This design comes from an exercise in tuning for small area, a short achievable clock period and few clock cycles per item on the open sky130 flow, not from production work.
At most, simulation tests tie the RTL to the original design; equivalence was not proved.

==> inputs of v6 <==
==> flow/design.v (excerpt) <==
module vector_magnitude_offset #(
    parameter int SAMPLE_WIDTH = 16
) (
    input  wire logic        clk,
    input  wire logic        rst_n,
    input  wire logic        pair_valid,
    output logic             pair_ready,
    input  wire logic [15:0] pair_x_value,
    input  wire logic [15:0] pair_y_value,
    input  wire logic        pair_last_in,
    output logic             result_valid,
    input  wire logic        result_ready,
    output logic [15:0]      result_magnitude,
    output logic             result_last_out
);
logic adv;
logic out_v, skid_v, ready_q, valid_q;
logic [8:0] v;
assign adv = ~skid_v;
always_ff @(posedge clk or negedge rst_n)
    if (!rst_n) v <= '0;
    else if (adv) v <= {v[7:0], pair_valid};
logic [15:0] xa, xb;
assign xa = pair_x_value[15] ? 16'(-pair_x_value) : pair_x_value;
assign xb = pair_y_value[15] ? 16'(-pair_y_value) : pair_y_value;
logic [15:0] p0_a;
logic [15:0] p0_b;
logic p0_last;
always_ff @(posedge clk) if (adv) begin
    p0_a <= xa;
    p0_b <= xb;
    p0_last <= pair_last_in;
end
logic pp1;
logic pp2;
assign pp1 = (p0_a[0] & p0_a[12]) ^ (p0_a[1] & p0_a[11]);
assign pp2 = (p0_a[0] & p0_a[12]) & (p0_a[1] & p0_a[11]);
logic pp3;
logic pp4;
assign pp3 = (p0_a[0] & p0_a[13]) ^ (p0_a[1] & p0_a[12]) ^ (p0_a[2] & p0_a[11]);
assign pp4 = ((p0_a[0] & p0_a[13]) & (p0_a[1] & p0_a[12])) | ((p0_a[0] & p0_a[13]) & (p0_a[2] & p0_a[11])) | ((p0_a[1] & p0_a[12]) & (p0_a[2] & p0_a[11]));
logic pp5;
logic pp6;
assign pp5 = (p0_a[0] & p0_a[14]) ^ (p0_a[1] & p0_a[13]) ^ (p0_a[2] & p0_a[12]);
  ...
Settings: LEC_CHECK=0, ABC_CLOCK_PERIOD_IN_PS=3500, CAP_MARGIN=20, CORE_MARGIN=2, CORE_UTILIZATION=40, PLACE_DENSITY=0.6, SETUP_SLACK_MARGIN=3.5, SLEW_MARGIN=20; clock period 7.0 ns.
run.sh (not shown) runs the stock make flow with config.mk's settings and CLKGATE_MAP_FILE= SYNTH_SCRIPT=/design/flow/synth_recipe.tcl, a recipe that flattens the netlist after the stock synthesis.
==> v9: changes against v6 <==
--- a/flow/config.mk
+++ b/flow/config.mk
@@ -9,6 +9,6 @@
 export CAP_MARGIN = 20
 export CORE_MARGIN = 2
-export CORE_UTILIZATION = 40
-export PLACE_DENSITY = 0.6
+export CORE_UTILIZATION = 55
+export PLACE_DENSITY = 0.75
 export SETUP_SLACK_MARGIN = 3.5
 export SLEW_MARGIN = 20
==> v17: changes against v6 <==
--- a/flow/config.mk
+++ b/flow/config.mk
@@ -6,9 +6,9 @@
 export NUM_CORES = 4
 export LEC_CHECK = 0
-export ABC_CLOCK_PERIOD_IN_PS = 3500
+export ABC_CLOCK_PERIOD_IN_PS = 3000
 export CAP_MARGIN = 20
 export CORE_MARGIN = 2
 export CORE_UTILIZATION = 40
 export PLACE_DENSITY = 0.6
-export SETUP_SLACK_MARGIN = 3.5
+export SETUP_SLACK_MARGIN = 4.0
 export SLEW_MARGIN = 20
==> v39: changes against v6 <==
--- a/flow/config.mk
+++ b/flow/config.mk
@@ -6,9 +6,9 @@
 export NUM_CORES = 4
 export LEC_CHECK = 0
-export ABC_CLOCK_PERIOD_IN_PS = 3500
+export ABC_CLOCK_PERIOD_IN_PS = 3300
 export CAP_MARGIN = 20
 export CORE_MARGIN = 2
 export CORE_UTILIZATION = 40
 export PLACE_DENSITY = 0.6
-export SETUP_SLACK_MARGIN = 3.5
+export SETUP_SLACK_MARGIN = 3.7
 export SLEW_MARGIN = 20
==> notes <==
Wire length, highest first: v39, v17, v6, v9.
In area after synthesis, v6 and v17 do not differ.
Via count, lowest first: v6, v9, v39, v17.
Against v39, the critical path depth of v6 is higher by 5.
First-iteration DRC count: v9 > v39 > v17 > v6.
Non-clock buffer count, highest first: v17, v39, v6, v9.
Register-to-register slack: v6 is worse than v17 (0.05 ns).
==> figures <==
|  | v17 | v6 | v9 | v39 |
|---|---|---|---|---|
| Largest net degree at the start of global routing | 165 | 171 | 192 | 168 |
| Clk Latency, worst-skew pair | 0.58 ns | 0.59 ns | 0.59 ns | 0.59 ns |
| Clock network contribution to total cell area | 4.08% | 4.30% | 4.09% | 4.16% |
| Routed wire length | 68,900 µm | 64,600 µm | 64,500 µm | 71,200 µm |
| RePlAce Congestion | 0.858 | 0.838 | 0.893 | 0.884 |
| Clock-pin slew on the worst setup and hold paths | 0.06 ns | 0.08 ns | 0.06 ns | 0.06 ns |
| Multi-input combinational gate total | 2,004 | 2,001 | 2,002 | 2,003 |
| Non-clock buffering overhead | 5.94% | 3.25% | 3.28% | 4.58% |
| Status | timing/DRC/antenna clean | timing/DRC/antenna clean | timing/DRC/antenna clean | timing/DRC/antenna clean |
| Multi-input logic area | 0.0196 mm² | 0.0183 mm² | 0.0183 mm² | 0.0188 mm² |
| Mean routed wirelength per cell | 16.3 µm | 15.7 µm | 16.9 µm | 17.1 µm |
| Final-layout clock buffer total | 56 | 56 | 56 | 54 |
| Area inside the core boundary | 0.0789 mm² | 0.0789 mm² | 0.0574 mm² | 0.0789 mm² |
| Endpoint of the worst register-to-register path | p1_m18_1 | p7_r[7] | p8_r[10] | p1_m18_1 |
| Die Span X | 286 µm | 286 µm | 244 µm | 286 µm |
| Number of vias after detailed routing | 21,598 | 20,442 | 21,383 | 21,449 |
| Capture point of the worst path | p1_m18_1 | p7_r[7] | p8_r[10] | p1_m18_1 |
| Post-layout nets | 3,764 | 3,649 | 3,646 | 3,699 |
No functional check of the RTL was part of any run of this note.

==> run a: inputs <==
Another version of the RTL of vector_magnitude_offset (not shown whole).
make LEC_CHECK=0 ABC_AREA=1 ABC_CLOCK_PERIOD_IN_PS=3500 CAP_MARGIN=20 CORE_MARGIN=2 CORE_UTILIZATION=40 PLACE_DENSITY=0.6 SETUP_SLACK_MARGIN=3.5 SLEW_MARGIN=20 finish   # period 7.0 ns
==> run b (differences from run a) <==
- ABC_AREA: 1 -> default
- CTS_BUF_LIST: default -> sky130_fd_sc_hd__clkbuf_4 sky130_fd_sc_hd__clkbuf_8
- CTS_CLUSTER_SIZE: default -> 25
==> run c (differences from run a) <==
--- a/flow/design.v
+++ b/flow/design.v
@@ -19,17 +19,17 @@
     input  wire logic        pair_last_in,
     output logic             result_valid,
     input  wire logic        result_ready,
     output logic [15:0]      result_magnitude,
     output logic             result_last_out
 );
 logic adv;
+logic out_v, skid_v, ready_q, valid_q;
 logic [8:0] v;
-logic out_v;
-assign adv = ~out_v | result_ready;
+assign adv = ~skid_v;
 always_ff @(posedge clk or negedge rst_n)
     if (!rst_n) v <= '0;
     else if (adv) v <= {v[7:0], pair_valid};
 logic [15:0] xa, xb;
 assign xa = pair_x_value[15] ? 16'(-pair_x_value) : pair_x_value;
 assign xb = pair_y_value[15] ? 16'(-pair_y_value) : pair_y_value;
 logic [15:0] p0_a;
@@ -4332,22 +4332,49 @@
 assign e3_0[19] = e3_0_p[19] ^ e3_0_G4_18;
 assign d1_0 = e1_0; assign d2_0 = e2_0; assign d3_0 = e3_0;
 assign g1_0 = ~d1_0[19];
 assign g2_0 = ~d2_0[19];
 assign g3_0 = ~d3_0[19];
 logic [15:0] res_d;
 assign res_d = {p8_q[13:5] + 9'd1, p8_q[4:0], {g2_0, g3_0 | (g1_0 & ~g2_0)}};
-logic [15:0] out_m;
-logic out_l;
+logic [15:0] out_m, skid_m;
+logic out_l, skid_l;
+logic out_v_n, skid_v_n;
+wire in_v = v[8];
+always_comb begin
+    out_v_n  = out_v;
+    skid_v_n = skid_v;
+    if (skid_v) begin
+        if (result_ready) skid_v_n = 1'b0;
+    end else if (in_v) begin
+        if (!out_v || result_ready) out_v_n = 1'b1;
+        else skid_v_n = 1'b1;
+    end else if (result_ready) begin
+        out_v_n = 1'b0;
+    end
+end
 always_ff @(posedge clk or negedge rst_n)
-    if (!rst_n) out_v <= 1'b0;
-    else if (adv) out_v <= v[8];
-always_ff @(posedge clk) if (adv) begin
-    out_m <= res_d;
-    out_l <= p8_last;
+    if (!rst_n) begin
+        out_v   <= 1'b0;
+        skid_v  <= 1'b0;
+        valid_q <= 1'b0;
+        ready_q <= 1'b0;
+    end else begin
+        out_v   <= out_v_n;
+        skid_v  <= skid_v_n;
+        valid_q <= out_v_n;
+        ready_q <= ~skid_v_n;
+    end
+always_ff @(posedge clk) if (!skid_v) begin
+    skid_m <= res_d;
+    skid_l <= p8_last;
+end
+always_ff @(posedge clk) if (result_ready || (!skid_v && !out_v)) begin
+    out_m <= skid_v ? skid_m : res_d;
+    out_l <= skid_v ? skid_l : p8_last;
 end
-assign pair_ready       = adv;
-assign result_valid     = out_v;
+assign pair_ready       = ready_q;
+assign result_valid     = valid_q;
 assign result_magnitude = out_m;
 assign result_last_out  = out_l;
 endmodule
 `default_nettype wire
- ABC_AREA: 1 -> default
==> run d (differences from run a) <==
- ABC_AREA: 1 -> default
==> qor summary <==
quantity                                                                                   run d                      run b                      run c                        run a
Synth Area in Compound Gates                                                              8.658%                     8.658%                     8.739%                       5.642%
Total Nets Final                                                                            3074                       3099                       3165                         3663
Mean Syn Cell Area                                                                     11.77 um2                  11.77 um2                  11.62 um2                    9.774 um2
Routed length on met2                                                                   27.20 mm                   27.56 mm                   27.66 mm                     28.47 mm
Fraction of area in clock buffers and inverters                                           4.852%                     4.617%                     4.879%                       4.461%
Adder-cell share of the synthesized area                                                  29.43%                     29.43%                     28.77%                       28.20%
Worst setup path endpoint                                                             pair_ready                   p1_m17_1                   p1_m16_1                   pair_ready
GR met3 Demand/Resource                                                                   2.112%                     2.751%                     2.053%                       1.918%
Share of final-layout standard cells stronger than drive strength 1                       8.008%                     9.619%                     8.154%                       6.131%
Layout-stage area growth over the synthesis result                                        12.74%                     12.48%                     12.87%                       10.90%
Clock buffer instance count of the final layout                                               62                         97                         55                           53
Status                                                                            finished clean             finished clean             finished clean               finished clean
Final weighted congestion of routability-driven global placement                          0.8204                     0.8204                     0.8427                       0.8284
Global-route track usage on met2                                                          26.62%                     26.90%                     26.49%                       28.00%
Critical Setup Path Class                                            input pin to primary output       register to register       register to register  input pin to primary output
#FFs+latches synth                                                                           385                        385                        404                          385
Most common cell in the netlist                                        sky130_fd_sc_hd__edfxtp_1  sky130_fd_sc_hd__edfxtp_1  sky130_fd_sc_hd__edfxtp_1     sky130_fd_sc_hd__nand2_1
Half-perimeter wire length after detailed placement                                     40.85 mm                   40.85 mm                   43.09 mm                     42.44 mm
Testbench counts of run a, summed over its fixed seeds: cycles 16,080, items 16,000.
Testbench counts of run b, summed over its fixed seeds: cycles 16,080, items 16,000.
Testbench counts of run d, summed over its fixed seeds: cycles 16,080, items 16,000.
Function not checked in run c: the RTL went through the layout flow alone.

==> separate check: timing with driven ports <==
Ports are ideal in the flow. The routed layouts listed here were re-timed in OpenROAD. Step 1 sets driving cells, clkbuf_16 on the clock port and buf_2 on the other inputs (assumed; they add their load-dependent delay and slew). Step 2 moves the port delays by t, midway between the first and last clock arrival at a register: inputs arrive t later, outputs are due t later. That takes back most of the time a late clock gives input paths. a / b / c = no drivers / after step 1 / after step 2; a / b = the first two.
| run | t (ns) | slack for setup (ns) | worst register clock-pin slew, ns |
|---|---|---|---|
| v6 | 0.641 | 3.598 / 3.598 / 3.231 | 0.08 / 0.08 |
| v9 | 0.633 | 3.520 / 3.520 / 3.258 | 0.07 / 0.07 |
| v17 | 0.627 | 3.643 / 3.643 / 3.518 | 0.07 / 0.07 |
| v39 | 0.647 | 3.590 / 3.590 / 3.295 | 0.06 / 0.06 |
| run a | 0.641 | 3.538 / 3.520 / 3.240 | 0.06 / 0.06 |
| run b | 0.683 | 3.552 / 3.552 / 3.307 | 0.07 / 0.07 |
| run c | 0.630 | 3.593 / 3.593 / 3.189 | 0.06 / 0.06 |
| run d | 0.641 | 3.557 / 3.528 / 3.321 | 0.06 / 0.06 |
After both steps every run listed still meets setup and hold. For run c, which loses most, drivers alone change the setup slack by 0.000 ns; drivers and shift together by -0.404 ns.
